Background: an optimization exercise with open tools, aiming at small area, a short achievable clock period and few clock cycles. Do not read the settings as production practice.
RTL that was checked went through simulation tests only; none was proved equivalent to the original.
Power figures rest on the tool's default switching activity, not on a simulated workload.

## char_lcs_edit_script_unit
module char_lcs_edit_script_unit (
  input  logic       clk,
  input  logic       rst,
  input  logic       start,
  output logic       busy,
  input  logic [1:0] op,
  input  logic [7:0] ch,
  output logic       strobe,
  output logic [1:0] tag,
  output logic [7:0] ch_res,
  output logic       last,
  output logic       overflow
);
make LEC_CHECK=0 CAP_MARGIN=20 CORE_MARGIN=2 CORE_UTILIZATION=40 SETUP_SLACK_MARGIN=5 SLEW_MARGIN=20 finish   # period 7.5 ns
run.sh (not shown) runs the stock make flow with config.mk's settings and CLKGATE_MAP_FILE= SYNTH_SCRIPT=/design/flow/synth_recipe.tcl, a recipe that flattens the netlist after the stock synthesis.
Testbench counts at the start, summed over its fixed seeds: cycles 15,636.
Next try:
CORE_UTILIZATION = 65   (was 40)
SETUP_SLACK_MARGIN = 4.6   (was 5)
Final cell count is lower by about a fifth.
Register-to-register slack is better by 0.04 ns.
Core utilization is higher by 26 points.
Setup slack is better by 0.027 ns.
Power is lower by a few percent.
Next try:
CORE_UTILIZATION = 40   (was 65)
Core utilization went down by 29 points.
Power rises by 3.4%.
Combinational power climbs by about 5%.
Clock skew came out higher by 0.012 ns.
Die area rose by 61%.
Worst setup slack improved by 0.039 ns.
Critical path depth goes up by 1.
Count of clock-buffer cells in the layout shrinks by 5.
Final cell count increases by 14%.

* * *

The RTL this note starts from:
==> flow/design.v <==
package cled_pkg;
  localparam int MaxLen = 16;
  localparam int LenW = $clog2(MaxLen + 1);
  localparam int IdxW = (MaxLen > 1) ? $clog2(MaxLen) : 1;
  typedef enum logic [1:0] {
    OP_APPEND_A = 2'd0,
    OP_APPEND_B = 2'd1,
    OP_RUN      = 2'd2,
    OP_NONE     = 2'd3
  } op_t;
  typedef enum logic [1:0] {
    TAG_EQUAL  = 2'd0,
    TAG_DELETE = 2'd1,
    TAG_INSERT = 2'd2,
    TAG_WHOLE  = 2'd3
  } tag_t;
endpackage
module cled_ram #(
  parameter int Width = 8,
  parameter int Depth = 32
) (
  input  logic                     clk,
  input  logic                     we,
  input  logic [$clog2(Depth)-1:0] waddr,
  input  logic [Width-1:0]         wdata,
  input  logic [$clog2(Depth)-1:0] raddr,
  output logic [Width-1:0]         rdata
);
  logic [Width-1:0] mem [Depth];
  always_ff @(posedge clk) begin
    if (we) begin
      mem[waddr] <= wdata;
    end
    rdata <= mem[raddr];
  end
endmodule
module char_lcs_edit_script_unit (
  input  logic       clk,
  input  logic       rst,
  input  logic       start,
  output logic       busy,
  input  logic [1:0] op,
  input  logic [7:0] ch,
  output logic       strobe,
  output logic [1:0] tag,
  output logic [7:0] ch_res,
  output logic       last,
  output logic       overflow
);
  localparam int ML = cled_pkg::MaxLen;
  typedef enum logic [2:0] {
    S_IDLE,
    S_REF0,
    S_REF,
    S_TRACE,
    S_EMIT,
    S_FINAL
  } st_t;
  st_t state;
  logic        busy_r, strobe_r, last_r, dropped, tab_ok, pb_v, all_d, cur_k, at_m;
  logic        tw_v, tw_rec, d_r;
  logic [1:0]  tag_r;
  logic [7:0]  chres_r;
  logic [4:0]  len_a, len_b, ba, ta, ei;
  logic [3:0]  wslot, tw_slot;
  logic [15:0] prev_v, mt_r;
  logic [16:0] mask, cur_mask;
  logic [7:0]  mem_a [ML];
  logic [7:0]  mem_b [ML];
  logic [15:0] tab [ML];
  logic acc, acc_a, acc_b, acc_run, app_a, app_b;
  assign acc = start & ~busy_r & ~rst;
  assign acc_a = acc & (op == cled_pkg::OP_APPEND_A);
  assign acc_b = acc & (op == cled_pkg::OP_APPEND_B);
  assign acc_run = acc & (op == cled_pkg::OP_RUN);
  assign app_a = acc_a & ~len_a[4];
  assign app_b = acc_b & ~len_b[4];
  logic [7:0]  cmp_ch, rd_b;
  logic [15:0] mt;
  always_comb begin
    rd_b = mem_b[ba[3:0]];
    cmp_ch = (state == S_IDLE) ? ch : rd_b;
    for (int k = 0; k < ML; k++) mt[k] = (mem_a[k] == cmp_ch);
  end
  logic [15:0] vnew, hc;
  logic [15:0] gg [5];
  logic [15:0] pp [5];
  always_comb begin
    gg[0] = mt_r & ~prev_v;
    pp[0] = ~prev_v;
    for (int l = 0; l < 4; l++) begin
      for (int k = 0; k < ML; k++) begin
        if (k >= (1 << l)) begin
          gg[l+1][k] = gg[l][k] | (pp[l][k] & gg[l][k-(1<<l)]);
          pp[l+1][k] = pp[l][k] & pp[l][k-(1<<l)];
        end else begin
          gg[l+1][k] = gg[l][k];
          pp[l+1][k] = pp[l][k];
        end
      end
    end
    hc = gg[4];
    vnew[0] = mt_r[0] | prev_v[0];
    for (int k = 1; k < ML; k++) vnew[k] = ~hc[k-1] & (mt_r[k] | prev_v[k]);
  end
  logic [16:0] mrow, sq, tt, newmask;
  logic        d;
  always_comb begin
    mrow = {mt_r, 1'b0};
    sq = {mt_r | prev_v, 1'b1} & mask;
    tt = sq;
    tt = tt | (tt >> 1);
    tt = tt | (tt >> 2);
    tt = tt | (tt >> 4);
    tt = tt | (tt >> 8);
    tt = tt | (tt >> 16);
    d = |(sq & mrow & ~(tt >> 1));
    newmask = (tt >> 1) | (sq & ~mrow);
  end
  logic [16:0] moh;
  logic [4:0]  mbin;
  always_comb begin
    moh = mask & ~(mask >> 1);
    for (int b = 0; b < 5; b++) begin
      mbin[b] = 1'b0;
      for (int k = 0; k < 17; k++) if (((k >> b) & 1) == 1) mbin[b] = mbin[b] | moh[k];
    end
  end
  logic       f_del, f_eq, f_ident, f_last;
  logic [1:0] f_tag;
  logic [7:0] f_ch;
  always_comb begin
    f_del = newmask[1];
    f_eq = ~tt[2] & sq[1] & mrow[1];
    f_ident = all_d & f_eq & (len_a == len_b);
    f_last = ~f_del && (len_b == 5'd1) && (f_eq ? (len_a == 5'd1) : (len_a == '0));
    f_ch = (f_del | f_eq) ? mem_a[0] : mem_b[0];
    f_tag = f_del ? cled_pkg::TAG_DELETE : (f_eq ? cled_pkg::TAG_EQUAL : cled_pkg::TAG_INSERT);
  end
  logic [4:0]  ei1, ni;
  logic        del, eqs, step, lastn, ident;
  logic [1:0]  etag;
  logic [7:0]  ech;
  logic [15:0] rec;
  logic [16:0] rec_mask;
  logic [15:0] cm_hi;
  always_comb begin
    rec = tab[ta[3:0]];
    for (int k = 0; k < 17; k++) rec_mask[k] = (5'(k) <= rec[4:0]);
    ei1 = ei + 5'd1;
    cm_hi = cur_mask[16:1];
    del = at_m ? (ei < len_a) : (cm_hi[ei[3:0]] & ~ei[4]);
    eqs = ~del & cur_k;
    step = ~del;
    ni = (del | eqs) ? ei1 : ei;
    lastn = ((del | eqs) ? (ei1 == len_a) : (ei == len_a)) && (step ? (ta == len_b) : at_m);
    ech = (del | eqs) ? mem_a[ei[3:0]] : rd_b;
    etag = del ? cled_pkg::TAG_DELETE : (eqs ? cled_pkg::TAG_EQUAL : cled_pkg::TAG_INSERT);
    ident = all_d & ~mask[1] & (len_a == len_b);
  end
  always_ff @(posedge clk) begin
    if (rst) begin
      state <= S_IDLE;
      busy_r <= 1'b0;
      strobe_r <= 1'b0;
      len_a <= '0;
      len_b <= '0;
      dropped <= 1'b0;
      tab_ok <= 1'b1;
      pb_v <= 1'b0;
    end else begin
      pb_v <= app_b;
      if (app_a) begin
        len_a <= len_a + 5'd1;
        if (len_b != '0) tab_ok <= 1'b0;
      end
      if (app_b) len_b <= len_b + 5'd1;
      if ((acc_a & len_a[4]) | (acc_b & len_b[4])) dropped <= 1'b1;
      case (state)
        S_IDLE:
          if (acc_run) begin
            busy_r <= 1'b1;
            if (len_b == '0) state <= S_EMIT;
            else if (tab_ok) state <= S_TRACE;
            else state <= S_REF0;
          end
        S_REF0: state <= S_REF;
        S_REF: if ({1'b0, wslot} == len_b - 5'd1) state <= S_TRACE;
        S_TRACE:
          if (wslot == 4'd0) begin
            strobe_r <= 1'b1;
            state <= (f_ident || f_last) ? S_FINAL : S_EMIT;
          end
        S_EMIT: begin
          strobe_r <= 1'b1;
          if (ident || lastn) state <= S_FINAL;
        end
        S_FINAL: begin
          strobe_r <= 1'b0;
          busy_r <= 1'b0;
          state <= S_IDLE;
          len_a <= '0;
          len_b <= '0;
          dropped <= 1'b0;
          tab_ok <= 1'b1;
        end
        default: state <= S_IDLE;
      endcase
    end
  end
  always_ff @(posedge clk) begin
    if (tw_v) tab[tw_slot] <= tw_rec ? {10'd0, d_r, mbin} : prev_v;
    tw_v <= pb_v | (state == S_REF) | (state == S_TRACE);
    tw_slot <= wslot;
    tw_rec <= (state == S_TRACE);
  end
  always_ff @(posedge clk) begin
    if (!len_a[4]) mem_a[len_a[3:0]] <= ch;
    if (!len_b[4]) mem_b[len_b[3:0]] <= ch;
    if (state == S_IDLE && len_b == '0) prev_v <= '0;
    else if (pb_v) prev_v <= vnew;
    case (state)
      S_IDLE: begin
        if (app_b) begin
          mt_r <= mt;
          wslot <= len_b[3:0];
        end
        for (int k = 0; k < 17; k++) mask[k] <= (5'(k) <= len_a);
        all_d <= 1'b1;
        ei <= '0;
        if (tab_ok && len_b != '0) begin
          ba <= len_b - 5'd2;
          ta <= len_b - 5'd2;
        end else begin
          ba <= '0;
          ta <= 5'd1;
        end
        at_m <= (len_b == '0);
      end
      S_REF0: begin
        prev_v <= '0;
        mt_r <= mt;
        ba <= ba + 5'd1;
        wslot <= '0;
      end
      S_REF: begin
        prev_v <= vnew;
        if ({1'b0, wslot} == len_b - 5'd1) begin
          ba <= {1'b0, wslot} - 5'd1;
          ta <= {1'b0, wslot} - 5'd1;
        end else begin
          mt_r <= mt;
          ba <= ba + 5'd1;
          wslot <= wslot + 4'd1;
        end
      end
      S_TRACE: begin
        prev_v <= rec;
        mt_r <= mt;
        wslot <= wslot - 4'd1;
        mask <= newmask;
        d_r <= d;
        all_d <= all_d & d;
        if (wslot == 4'd0) begin
          ei <= (f_del | f_eq) ? 5'd1 : 5'd0;
          if (f_del) begin
            ba <= '0;
            ta <= 5'd1;
            cur_mask <= newmask;
            cur_k <= d;
            at_m <= 1'b0;
          end else begin
            ba <= 5'd1;
            ta <= 5'd2;
            cur_mask <= mask;
            cur_k <= d_r;
            at_m <= (len_b == 5'd1);
          end
          if (f_ident) begin
            tag_r <= cled_pkg::TAG_WHOLE;
            chres_r <= '0;
            last_r <= 1'b1;
          end else begin
            tag_r <= f_tag;
            chres_r <= f_ch;
            last_r <= f_last;
          end
        end else begin
          ba <= ba - 5'd1;
          ta <= ta - 5'd1;
        end
      end
      S_EMIT: begin
        ei <= ni;
        if (step) begin
          ba <= ta;
          ta <= ta + 5'd1;
          cur_mask <= rec_mask;
          cur_k <= rec[5];
          at_m <= (ta == len_b);
        end
        if (ident) begin
          tag_r <= cled_pkg::TAG_WHOLE;
          chres_r <= '0;
          last_r <= 1'b1;
        end else begin
          tag_r <= etag;
          chres_r <= ech;
          last_r <= lastn;
        end
      end
      default: ;
    endcase
  end
  assign busy = busy_r;
  assign strobe = strobe_r;
  assign tag = tag_r;
  assign ch_res = chres_r;
  assign last = last_r;
  assign overflow = dropped;
endmodule
make LEC_CHECK=0 CAP_MARGIN=20 CORE_MARGIN=2 CORE_UTILIZATION=40 SETUP_SLACK_MARGIN=4.8 SLEW_MARGIN=20 TNS_END_PERCENT=10 finish   # period 7.5 ns
==> next run, changes <==
==> flow/flow/run.sh (new file) <==
#!/bin/bash
# the standard layout, with the port buffers taken from the plain buffer family
# (buf_4) instead of the delay cells buffer_ports picks by default; every input and
# output still gets its own buffer
set -o pipefail
cp standard.sh standard_sh_copy.txt
export BUFFER_PORTS_ARGS="-buffer_cell sky130_fd_sc_hd__buf_4"
bash standard.sh > standard_flow.log 2>&1
==> flow/standard.sh (new file) <==
#!/bin/bash
# synth_recipe.tcl (not shown) runs the flow's synth.tcl, then flattens the netlist and writes it again
# the make line also repeats each setting of config.mk as NAME=value (left out here)
make -C /OpenROAD-flow-scripts/flow DESIGN_CONFIG=/design/flow/config.mk WORK_HOME=/design/flow/orfs CLKGATE_MAP_FILE= SYNTH_SCRIPT=/design/flow/synth_recipe.tcl "${@:-finish}"
Settings changed: SETUP_SLACK_MARGIN 4.8 to 5, TNS_END_PERCENT 10 to 5.
removed: flow/run.sh
=> The changed run produced a clean layout. Clock power is higher by about 5%. Cell area is higher by 0.63%. Sequential power hardly moves. Fmax is higher by about 2.6%. Utilization is higher by 0.29 points. Critical path depth stays the same. Cell count is higher by 1.1%.
==> next run, changes <==
==> flow/run.sh (new file) <==
#!/bin/bash
# synth_recipe.tcl (not shown) runs the flow's synth.tcl, then flattens the netlist and writes it again
# the make line also repeats each setting of config.mk as NAME=value (left out here)
make -C /OpenROAD-flow-scripts/flow DESIGN_CONFIG=/design/flow/config.mk WORK_HOME=/design/flow/orfs CLKGATE_MAP_FILE= SYNTH_SCRIPT=/design/flow/synth_recipe.tcl finish
Settings changed: CTS_BUF_LIST set to sky130_fd_sc_hd__clkbuf_4 sky130_fd_sc_hd__clkbuf_8, CTS_CLUSTER_SIZE set to 30, SETUP_SLACK_MARGIN 5 to 4.8, TNS_END_PERCENT 5 to 10.
removed: flow/flow/run.sh
removed: flow/standard.sh
- setup slack degrades by 140 ps
- area after synthesis does not change
- total power drops by 4.5%
- first-iteration DRC count drops by 9.9%
Function was not checked in any run of this note: the RTL went through the layout flow alone.

[separate check: timing with driven ports]
In the flow no input, the clock included, has a driving cell. The finished layouts below were timed again as built, in two steps. Step 1 (the two cells are an assumption about what drives the block):
set clk [get_ports {clk}]
set_driving_cell -lib_cell sky130_fd_sc_hd__clkbuf_16 $clk
set_driving_cell -lib_cell sky130_fd_sc_hd__buf_2 [delete_from_list [all_inputs] $clk]
Step 2, shift: input delay + t, output delay - t, t = (earliest + latest rising clock arrival at the registers) / 2. This alone moves slack from input paths to output paths. Three values: ideal ports, drivers, drivers and shift; two values: the first two.
run	t, ns	setup slack, ns	worst setup path at the end	worst register clock-pin slew, ns	worst slew at a driven data input, ns
the first run of note 1	0.665	4.516 / 4.516 / 4.153	input to register	0.07 / 0.07	0.12
the second run of note 1	0.650	4.544 / 4.559 / 3.928	input to register	0.07 / 0.07	0.03
the third run of note 1	0.671	4.583 / 4.581 / 3.998	input to register	0.07 / 0.07	0.03
the first run of note 2	0.653	4.581 / 4.581 / 4.018	input to register	0.07 / 0.07	0.07
the second run of note 2	0.677	4.656 / 4.656 / 4.064	input to register	0.06 / 0.06	0.07
the third run of note 2	0.741	4.514 / 4.514 / 3.930	input to register	0.07 / 0.07	0.06
After both steps setup and hold are still met in every run listed. The setup slack of the second run of note 1, which loses most, moves by +0.015 ns with the drivers and by -0.616 ns with both steps.
